Context: an optimization exercise on an open-source flow, tuned for a short achievable clock period, few clock cycles per item and low power. The choices shown serve that exercise and are no tape-out recipe.
The RTL was checked by simulation tests, not by an equivalence proof against the original design.
Power and IR drop assume default switching activity.

<file path="design.v">
module peak_to_peak_power_meter_unit #(
  parameter int ADC_BITS = 10
) (
  input  logic        clk,
  input  logic        rst_n,
  input  logic        in_valid,
  output logic        in_ready,
  input  logic        in_operation,
  input  logic [9:0]  in_adc_sample,
  input  logic [15:0] in_elapsed_ms,
  output logic        out_valid,
  input  logic        out_ready,
  output logic [19:0] out_rms_ma,
  output logic [19:0] out_power_watts,
  output logic [47:0] out_energy_watt_ms,
  input  logic        cfg_we,
  input  logic [2:0]  cfg_index,
  input  logic [15:0] cfg_data
);
  localparam int SAMPLE_W  = 10;
  localparam int ELAPSED_W = 16;
  localparam int RMS_W     = 20;
  localparam int POWER_W   = 20;
  localparam int ENERGY_W  = 48;
  localparam int ZERO_W    = 10;
  localparam int GAIN_W    = 16;
  localparam int OFFS_W    = 10;
  localparam int FLOOR_W   = 10;
  localparam int VOLT_W    = 9;
  localparam int P2P_W     = 11;
  localparam int GAIN_FRAC = 8;
  localparam int CUR_W     = P2P_W + GAIN_W - GAIN_FRAC;
  localparam int DVD_W     = CUR_W + VOLT_W;
  localparam int QUO_W     = CUR_W;
  localparam int PROD_W    = QUO_W + ELAPSED_W;
  localparam int CNT_W     = $clog2(DVD_W);
  localparam int DIV_W = 10;
  localparam logic [DIV_W:0] DIVISOR = (DIV_W + 1)'(1000);
  localparam int CFG_IDX_W  = 3;
  localparam logic [CFG_IDX_W-1:0] IDX_ZERO_OFFSET = 3'd0;
  localparam logic [CFG_IDX_W-1:0] IDX_GAIN        = 3'd1;
  localparam logic [CFG_IDX_W-1:0] IDX_OFFSET_ERR  = 3'd2;
  localparam logic [CFG_IDX_W-1:0] IDX_FLOOR       = 3'd3;
  localparam logic [CFG_IDX_W-1:0] IDX_LINE_VOLTS  = 3'd4;
  localparam logic OP_SAMPLE = 1'b0;
  localparam logic [ZERO_W-1:0]  ZERO_RESET  = ZERO_W'(512);
  localparam logic [GAIN_W-1:0]  GAIN_RESET  = GAIN_W'(2916);
  localparam logic [OFFS_W-1:0]  OFFS_RESET  = OFFS_W'(75);
  localparam logic [FLOOR_W-1:0] FLOOR_RESET = FLOOR_W'(35);
  localparam logic [VOLT_W-1:0]  VOLT_RESET  = VOLT_W'(240);
  localparam int DEV_W       = ((ADC_BITS > SAMPLE_W) ? ADC_BITS : SAMPLE_W) + 2;
  localparam int SAMPLE_BITS = (ADC_BITS < SAMPLE_W) ? ADC_BITS : SAMPLE_W;
  localparam logic signed [DEV_W-1:0] MIN_RESET = DEV_W'(2 ** ADC_BITS);
  localparam logic [2:0] ST_IDLE = 3'd0;
  localparam logic [2:0] ST_MUL1 = 3'd1;
  localparam logic [2:0] ST_CUR  = 3'd2;
  localparam logic [2:0] ST_MUL2 = 3'd3;
  localparam logic [2:0] ST_DIV  = 3'd4;
  localparam logic [2:0] ST_MUL3 = 3'd5;
  localparam logic [2:0] ST_ACC  = 3'd6;
  logic [2:0]              state_r, state_nxt;
  logic [CNT_W-1:0]        cnt_r, cnt_nxt;
  logic [ZERO_W-1:0]       cfg_zero_r, cfg_zero_nxt;
  logic [GAIN_W-1:0]       cfg_gain_r, cfg_gain_nxt;
  logic [OFFS_W-1:0]       cfg_offs_r, cfg_offs_nxt;
  logic [FLOOR_W-1:0]      cfg_floor_r, cfg_floor_nxt;
  logic [VOLT_W-1:0]       cfg_volts_r, cfg_volts_nxt;
  logic signed [DEV_W-1:0] max_dev_r, max_dev_nxt;
  logic signed [DEV_W-1:0] min_dev_r, min_dev_nxt;
  logic                    have_prev_r, have_prev_nxt;
  logic [ENERGY_W-1:0]     energy_r, energy_nxt;
  logic                    out_valid_r, out_valid_nxt;
  logic [PROD_W-1:0]       mcand_r, mcand_nxt;
  logic [ELAPSED_W-1:0]    mplier_r, mplier_nxt;
  logic [PROD_W-1:0]       prod_r, prod_nxt;
  logic [DVD_W-1:0]        dvd_r, dvd_nxt;
  logic [DIV_W-1:0]        rem_r, rem_nxt;
  logic [CUR_W-1:0]        cur_r, cur_nxt;
  logic [ELAPSED_W-1:0]    elapsed_r, elapsed_nxt;
  logic [RMS_W-1:0]        out_rms_r, out_rms_nxt;
  logic [POWER_W-1:0]      out_power_r, out_power_nxt;
  logic [ENERGY_W-1:0]     out_energy_r, out_energy_nxt;
  logic                    in_fire;
  logic                    out_fire;
  logic signed [DEV_W-1:0] dev;
  logic signed [DEV_W-1:0] diff;
  logic [P2P_W-1:0]        p2p;
  logic [PROD_W-1:0]       mul_sum;
  logic [CUR_W-1:0]        raw;
  logic [CUR_W-1:0]        cur_val;
  logic [DIV_W:0]          trial;
  logic                    quo_bit;
  logic [ENERGY_W:0]       energy_sum;
  logic [ENERGY_W-1:0]     energy_val;
  assign in_fire  = in_valid && in_ready;
  assign out_fire = out_valid_r && out_ready;
  assign in_ready           = (state_r == ST_IDLE);
  assign out_valid          = out_valid_r;
  assign out_rms_ma         = out_rms_r;
  assign out_power_watts    = out_power_r;
  assign out_energy_watt_ms = out_energy_r;
  assign dev  = $signed(DEV_W'(in_adc_sample[SAMPLE_BITS-1:0]))
              - $signed(DEV_W'(cfg_zero_r));
  assign diff = max_dev_r - min_dev_r;
  assign p2p  = (diff > 0) ? diff[P2P_W-1:0] : '0;
  assign mul_sum = mplier_r[0] ? (prod_r + mcand_r) : prod_r;
  always_comb begin
    raw = prod_r[GAIN_FRAC +: CUR_W];
    if (raw < CUR_W'(cfg_offs_r)) begin
      cur_val = '0;
    end else begin
      cur_val = raw - CUR_W'(cfg_offs_r);
    end
    if (cur_val < CUR_W'(cfg_floor_r)) begin
      cur_val = '0;
    end
  end
  assign trial   = {rem_r, dvd_r[DVD_W-1]};
  assign quo_bit = (trial >= DIVISOR);
  assign energy_sum = {1'b0, energy_r} + (ENERGY_W + 1)'(prod_r);
  always_comb begin
    if (!have_prev_r) begin
      energy_val = energy_r;
    end else if (energy_sum[ENERGY_W]) begin
      energy_val = '1;
    end else begin
      energy_val = energy_sum[ENERGY_W-1:0];
    end
  end
  always_comb begin
    state_nxt      = state_r;
    cnt_nxt        = cnt_r;
    cfg_zero_nxt   = cfg_zero_r;
    cfg_gain_nxt   = cfg_gain_r;
    cfg_offs_nxt   = cfg_offs_r;
    cfg_floor_nxt  = cfg_floor_r;
    cfg_volts_nxt  = cfg_volts_r;
    max_dev_nxt    = max_dev_r;
    min_dev_nxt    = min_dev_r;
    have_prev_nxt  = have_prev_r;
    energy_nxt     = energy_r;
    out_valid_nxt  = out_valid_r;
    mcand_nxt      = mcand_r;
    mplier_nxt     = mplier_r;
    prod_nxt       = prod_r;
    dvd_nxt        = dvd_r;
    rem_nxt        = rem_r;
    cur_nxt        = cur_r;
    elapsed_nxt    = elapsed_r;
    out_rms_nxt    = out_rms_r;
    out_power_nxt  = out_power_r;
    out_energy_nxt = out_energy_r;
    if (out_fire) begin
      out_valid_nxt = 1'b0;
    end
    if (cfg_we) begin
      case (cfg_index)
        IDX_ZERO_OFFSET: cfg_zero_nxt  = cfg_data[ZERO_W-1:0];
        IDX_GAIN:        cfg_gain_nxt  = cfg_data[GAIN_W-1:0];
        IDX_OFFSET_ERR:  cfg_offs_nxt  = cfg_data[OFFS_W-1:0];
        IDX_FLOOR:       cfg_floor_nxt = cfg_data[FLOOR_W-1:0];
        IDX_LINE_VOLTS:  cfg_volts_nxt = cfg_data[VOLT_W-1:0];
        default: ;
      endcase
    end
    case (state_r)
      ST_IDLE: begin
        if (in_fire) begin
          if (in_operation == OP_SAMPLE) begin
            if (dev > max_dev_r) begin
              max_dev_nxt = dev;
            end
            if (dev < min_dev_r) begin
              min_dev_nxt = dev;
            end
          end else begin
            mcand_nxt   = PROD_W'(cfg_gain_r);
            mplier_nxt  = ELAPSED_W'(p2p);
            prod_nxt    = '0;
            cnt_nxt     = CNT_W'(P2P_W - 1);
            elapsed_nxt = in_elapsed_ms;
            max_dev_nxt = '0;
            min_dev_nxt = MIN_RESET;
            state_nxt   = ST_MUL1;
          end
        end
      end
      ST_MUL1: begin
        prod_nxt   = mul_sum;
        mcand_nxt  = mcand_r << 1;
        mplier_nxt = mplier_r >> 1;
        cnt_nxt    = cnt_r - 1'b1;
        if (cnt_r == '0) begin
          state_nxt = ST_CUR;
        end
      end
      ST_CUR: begin
        cur_nxt    = cur_val;
        mcand_nxt  = PROD_W'(cur_val);
        mplier_nxt = ELAPSED_W'(cfg_volts_r);
        prod_nxt   = '0;
        cnt_nxt    = CNT_W'(VOLT_W - 1);
        state_nxt  = ST_MUL2;
      end
      ST_MUL2: begin
        prod_nxt   = mul_sum;
        mcand_nxt  = mcand_r << 1;
        mplier_nxt = mplier_r >> 1;
        cnt_nxt    = cnt_r - 1'b1;
        if (cnt_r == '0) begin
          dvd_nxt   = mul_sum[DVD_W-1:0];
          rem_nxt   = '0;
          cnt_nxt   = CNT_W'(DVD_W - 1);
          state_nxt = ST_DIV;
        end
      end
      ST_DIV: begin
        rem_nxt = quo_bit ? DIV_W'(trial - DIVISOR) : trial[DIV_W-1:0];
        dvd_nxt = {dvd_r[DVD_W-2:0], quo_bit};
        cnt_nxt = cnt_r - 1'b1;
        if (cnt_r == '0) begin
          mcand_nxt  = PROD_W'(dvd_nxt[QUO_W-1:0]);
          mplier_nxt = elapsed_r;
          prod_nxt   = '0;
          cnt_nxt    = CNT_W'(ELAPSED_W - 1);
          state_nxt  = ST_MUL3;
        end
      end
      ST_MUL3: begin
        prod_nxt   = mul_sum;
        mcand_nxt  = mcand_r << 1;
        mplier_nxt = mplier_r >> 1;
        cnt_nxt    = cnt_r - 1'b1;
        if (cnt_r == '0) begin
          state_nxt = ST_ACC;
        end
      end
      ST_ACC: begin
        if (!out_valid_r || out_ready) begin
          energy_nxt     = energy_val;
          have_prev_nxt  = 1'b1;
          out_rms_nxt    = RMS_W'(cur_r);
          out_power_nxt  = POWER_W'(dvd_r[QUO_W-1:0]);
          out_energy_nxt = energy_val;
          out_valid_nxt  = 1'b1;
          state_nxt      = ST_IDLE;
        end
      end
      default: begin
        state_nxt = ST_IDLE;
      end
    endcase
  end
  always_ff @(posedge clk) begin
    if (!rst_n) begin
      state_r     <= ST_IDLE;
      cnt_r       <= '0;
      cfg_zero_r  <= ZERO_RESET;
      cfg_gain_r  <= GAIN_RESET;
      cfg_offs_r  <= OFFS_RESET;
      cfg_floor_r <= FLOOR_RESET;
      cfg_volts_r <= VOLT_RESET;
      max_dev_r   <= '0;
      min_dev_r   <= MIN_RESET;
      have_prev_r <= 1'b0;
      energy_r    <= '0;
      out_valid_r <= 1'b0;
    end else begin
      state_r     <= state_nxt;
      cnt_r       <= cnt_nxt;
      cfg_zero_r  <= cfg_zero_nxt;
      cfg_gain_r  <= cfg_gain_nxt;
      cfg_offs_r  <= cfg_offs_nxt;
      cfg_floor_r <= cfg_floor_nxt;
      cfg_volts_r <= cfg_volts_nxt;
      max_dev_r   <= max_dev_nxt;
      min_dev_r   <= min_dev_nxt;
      have_prev_r <= have_prev_nxt;
      energy_r    <= energy_nxt;
      out_valid_r <= out_valid_nxt;
    end
  end
  always_ff @(posedge clk) begin
    mcand_r      <= mcand_nxt;
    mplier_r     <= mplier_nxt;
    prod_r       <= prod_nxt;
    dvd_r        <= dvd_nxt;
    rem_r        <= rem_nxt;
    cur_r        <= cur_nxt;
    elapsed_r    <= elapsed_nxt;
    out_rms_r    <= out_rms_nxt;
    out_power_r  <= out_power_nxt;
    out_energy_r <= out_energy_nxt;
  end
endmodule
</file>
<file path="run.sh">
#!/bin/bash
# synth_recipe.tcl (not shown) runs the flow's synth.tcl, then flattens the netlist and writes it again
# the make line also repeats each setting of config.mk as NAME=value (left out here)
make -C /OpenROAD-flow-scripts/flow DESIGN_CONFIG=/design/flow/config.mk WORK_HOME=/design/flow/orfs CLKGATE_MAP_FILE= SYNTH_SCRIPT=/design/flow/synth_recipe.tcl finish
</file>
<file path="config.mk">
export PLATFORM = sky130hd
export DESIGN_NAME = peak_to_peak_power_meter_unit
export DESIGN_NICKNAME = peak_to_peak_power_meter_unit
export VERILOG_FILES = /design/flow/design.v
export SDC_FILE = /design/flow/constraint.sdc
export NUM_CORES = 4
export LEC_CHECK = 0
export CAP_MARGIN = 20
export CORE_MARGIN = 2
export CORE_UTILIZATION = 40
export SLEW_MARGIN = 20
</file>
<file path="constraint.sdc">
create_clock -name core_clock -period 6.0 [get_ports {clk}]
set_input_delay 1.2000 -clock core_clock [delete_from_list [all_inputs] [get_ports {clk}]]
set_output_delay 1.2000 -clock core_clock [all_outputs]
set_load 0.01 [all_outputs]
</file>
==> results.sh <==
export IMPL_die_height_um=236
export IMPL_grt_ovfl_total=0
export IMPL_synth_top_cells_by_area="edfxtp_1 34%, dfxtp_1 13%, ha_1 7.7%, a21oi_1 5.3%, nor2_1 4.3%"
export IMPL_min_path_type="reg -> reg"
export IMPL_drive_gt1_share_pct=6.28
export IMPL_chipWidth_um=236
export IMPL_cts_tree="done"
export IMPL_max_slew_worst_pin_slew_ns=1.05
export IMPL_cts_sinks=381
export IMPL_die_area_um2=55700
export IMPL_synth_seq_area_share_pct=46.8
export IMPL_first_global_vias=17100
export IMPL_grt_antenna_before_repair=0
export IMPL_core_area_um2=53500
export IMPL_slowest_delay_ns=0.55
export IMPL_max_vdd_ir_drop_uv=202
export IMPL_syn_area_um2=21500
export IMPL_stdcell_count=3099
export IMPL_rsz0062_at_grt="false"
export IMPL_drt_iter0_markers=1452
export IMPL_cts_made_buffers=45
export IMPL_grt_first_pass_wirelength_um=98800
export IMPL_ios=141
export IMPL_dp_hpwl_um=46500
export IMPL_first_pass_iters=5
export IMPL_slew_viol_final=0
export IMPL_post_synth_cell_area_avg_um2=9.51
export IMPL_leakagePower_uw=0.00959
export IMPL_clockBufferDepth=3
export IMPL_cp_arrival_ns=5.49
export IMPL_grt_use_total_pct=22.6
export IMPL_end_kind="flip-flop"
export IMPL_core_rowCount=85
export IMPL_pre_cts_ws_ns=0.449
export IMPL_antenna_left=0
export IMPL_wl_um=63800
export IMPL_cpMostUsedCell="a21oi_1"
export IMPL_holdBufCountCts=0
export IMPL_yosys_area_top_type="edfxtp_1"
export IMPL_skew_ns=0.0278
export IMPL_hold_viol_final=0
export IMPL_setup_tns_ns=0
export IMPL_fin_crit_sh_pct=83.3
export IMPL_grt_max_degree=68
export IMPL_yosysWarnings=1
export IMPL_vias_per_cell=5.75
export IMPL_status="timing/DRC/antenna clean"
export IMPL_vias=17800
export IMPL_yosys_cell_types_count=77
export IMPL_io_buffers=138
export IMPL_final_nets=2556
export IMPL_reg2reg_slack_ns=1.03
export IMPL_post_place_cells=3015
export IMPL_clk_pin_slew_worst_paths_ns=0.06
export IMPL_cts_resized=0
export IMPL_synth_top_cell_area_share_pct=34.1
export IMPL_wl_per_cell_um=20.6
export IMPL_crit_type="in -> reg"
export IMPL_htree_num_levels=2
export IMPL_crit_start="in_adc_sample[0]"
export IMPL_worst_ep_required_time_ns=6.49
export IMPL_syn_inst=2265
export IMPL_crit_path_top_delay_cell="or3b_2"
export IMPL_clock_latency_ns=0.58
export IMPL_setup_viol=0
export IMPL_min_from="cur_r[15]$_DFFE_PP_"
export IMPL_r2r_start="prod_r[14]$_SDFFCE_PP0P_"
export IMPL_synth_seq_cells=381
export IMPL_cts_root_buf="clkbuf_16"
export IMPL_drc_errors=0
export IMPL_post_cts_buffers=0
export IMPL_cap_violations=0
export IMPL_diodes=0
export IMPL_syn_to_final_growth_pct=16.5
export IMPL_synth_async_sr_flop_share_pct=0
export IMPL_critPathLaunchType="input pin"
export IMPL_routabilityCongestion=0.905
export IMPL_worst_slack_ns=0.999
export IMPL_clock_fmax_mhz=200
export IMPL_synth_edf_count=245
export IMPL_crit_path_max_fanout=24
export IMPL_max_slew_margin_pct=30.0
export IMPL_crit_chain="clkdlybuf4s50_1 > inv_1 > ha_1 > inv_1 > fa_1 > nand2_1 > nand2_1 > a21oi_1 > o21bai_1 > a21oi_1 > o21ai_0 > xor2_1 > ha_1 > o21a_1 > o21a_1 > o211ai_1 > a21oi_1 > a211o_1 > or3b_2 > a21oi_1"
export IMPL_ys_flop_type="edfxtp_1"
export IMPL_start_util_pct=40.3
export IMPL_fin_crit_ns=5.00
export IMPL_power_density_nw_per_um2=385
[path summary, 6_finish.rpt]
path         cells past startpoint                        end
max                             20  min_dev_r[3]$_SDFFE_PN0P_
min                              0    out_rms_r[15]$_DFFE_PP_
max reg2reg                     18       mcand_r[1]$_DFFE_PP_
min reg2reg                      0    out_rms_r[15]$_DFFE_PP_
[cells in the final DEF, fill, tap and decap left out, types with 26 or more instances in the layout]
cell	count
a211oi_1	29
a21o_1	43
a21oi_1	227
a221oi_1	26
a22oi_1	34
and3_1	45
buf_4	31
clkbuf_16	47
clkdlybuf4s50_1	137
dfxtp_1	134
edfxtp_1	245
ha_1	133
inv_1	102
nand2_1	227
nand3_1	48
nor2_1	242
nor3_1	36
o21ai_0	109
xnor2_1	58
xor2_1	36
[per-stage QoR]
stage	area [um^2]	power (uW)	hold slack [ns]	utilization [%]
2_1_floorplan	21500	5870	0.400	-
6_report	25100	9660	0.419	46.9
3_3_place_gp	23600	6820	0.406	44.1
3_5_place_dp	23600	6890	0.407	44.1
4_1_cts	25100	9690	0.422	46.9
5_1_grt	25100	10200	0.440	46.9
[cell families after synthesis]
group | after synthesis | share of synthesized area [%]
other cells | 1 | 0.0174
xor+xnor | 94 | 3.82
fa+ha+maj | 138 | 8.19
buf+inv | 222 | 3.97
flops | 381 | 46.8
compound gates | 657 | 19.7
mux | 29 | 1.38
simple gates | 743 | 16.1
[critical path, delay by kind of cell]
kind | cells | cell delay (ns)
xor+xnor | 1 | 0.36
simple gates | 3 | 0.68
fa+ha+maj | 3 | 0.86
buf+inv | 3 | 0.52
compound gates | 10 | 1.87
[sequential cells by signal, summed over array words and instances, names as in the netlist, 3 cells and up]
| signal | count |
|---|---|
| cfg_floor_r | 10 |
| cfg_gain_r | 16 |
| cfg_offs_r | 10 |
| cfg_volts_r | 9 |
| cfg_zero_r | 10 |
| cnt_r | 5 |
| cur_r | 19 |
| dvd_r | 28 |
| elapsed_r | 16 |
| energy_r | 48 |
| max_dev_r | 11 |
| mcand_r | 35 |
| min_dev_r | 12 |
| mplier_r | 16 |
| out_energy_r | 48 |
| out_power_r | 19 |
| out_rms_r | 19 |
| prod_r | 35 |
| rem_r | 10 |
| state_r | 3 |
[cell usage after synthesis (20+ instances only)]
| cell | count |
|---|---|
| a22oi_1 | 34 |
| nand2_1 | 228 |
| a211oi_1 | 29 |
| nand4_1 | 23 |
| a21oi_1 | 228 |
| xor2_1 | 36 |
| nor2_1 | 244 |
| nor3_1 | 37 |
| and3_1 | 45 |
| clkbuf_1 | 104 |
| o21ai_0 | 109 |
| a21o_1 | 43 |
| mux2i_1 | 23 |
| edfxtp_1 | 245 |
| inv_1 | 104 |
| xnor2_1 | 58 |
| a221oi_1 | 26 |
| a31oi_1 | 23 |
| dfxtp_1 | 136 |
| ha_1 | 133 |
| nand2b_1 | 20 |
| o21a_1 | 22 |
| nand3_1 | 48 |
[per-layer routing]
layer	part of all wire, %	vias up	wire, um	track usage, %
met1	43	8588	27700	29.3
li1	-	8523	-	-
met3	4.9	135	3150	2.73
met5	0	-	0	0
met4	3.7	0	2350	8.94
met2	48	568	30700	38.3
[final cells by class]
| type | instances | area, um^2 |
|---|---|---|
| Sequential cell | 381 | 10100 |
| Timing Repair Buffer | 170 | 1630 |
| Clock buffer | 62 | 1260 |
| Inverter | 106 | 400 |
| Tap cell | 696 | 871 |
| Fill cell | 5100 | 28400 |
| Clock inverter | 21 | 228 |
| Multi-Input combinational cell | 1663 | 10600 |
[report_power, final]
group          switching [uW]  internal [uW]
clock network            1110           1650
logic                    2090           1290
registers                 284           3230
Testbench counts, summed over its fixed seeds: cycles 96,795, items 1,280.

## port drivers added, routing unchanged
The results above use ideal ports. As a check the final layout listed here was re-extracted and re-timed, cells and wires unchanged. Step 1 sets driving cells, clkbuf_16 on the clock port and buf_2 on the other inputs (assumed; they add their load-dependent delay and slew). Step 2 moves the port delays by t, midway between the first and last clock arrival at a register: inputs arrive t later, outputs are due t later. That takes back most of the time a late clock gives input paths. Slacks: ideal / step 1 / step 2; pairs: ideal / step 1.
t (ns): 0.625
slack for setup (ns): 0.999 / 1.028 / 0.410
worst hold slack (ns): 0.419 / 0.419 / 0.419
After both steps this run still meets setup and hold. The setup slack of this run moves by +0.029 ns with the drivers and by -0.589 ns with both steps.
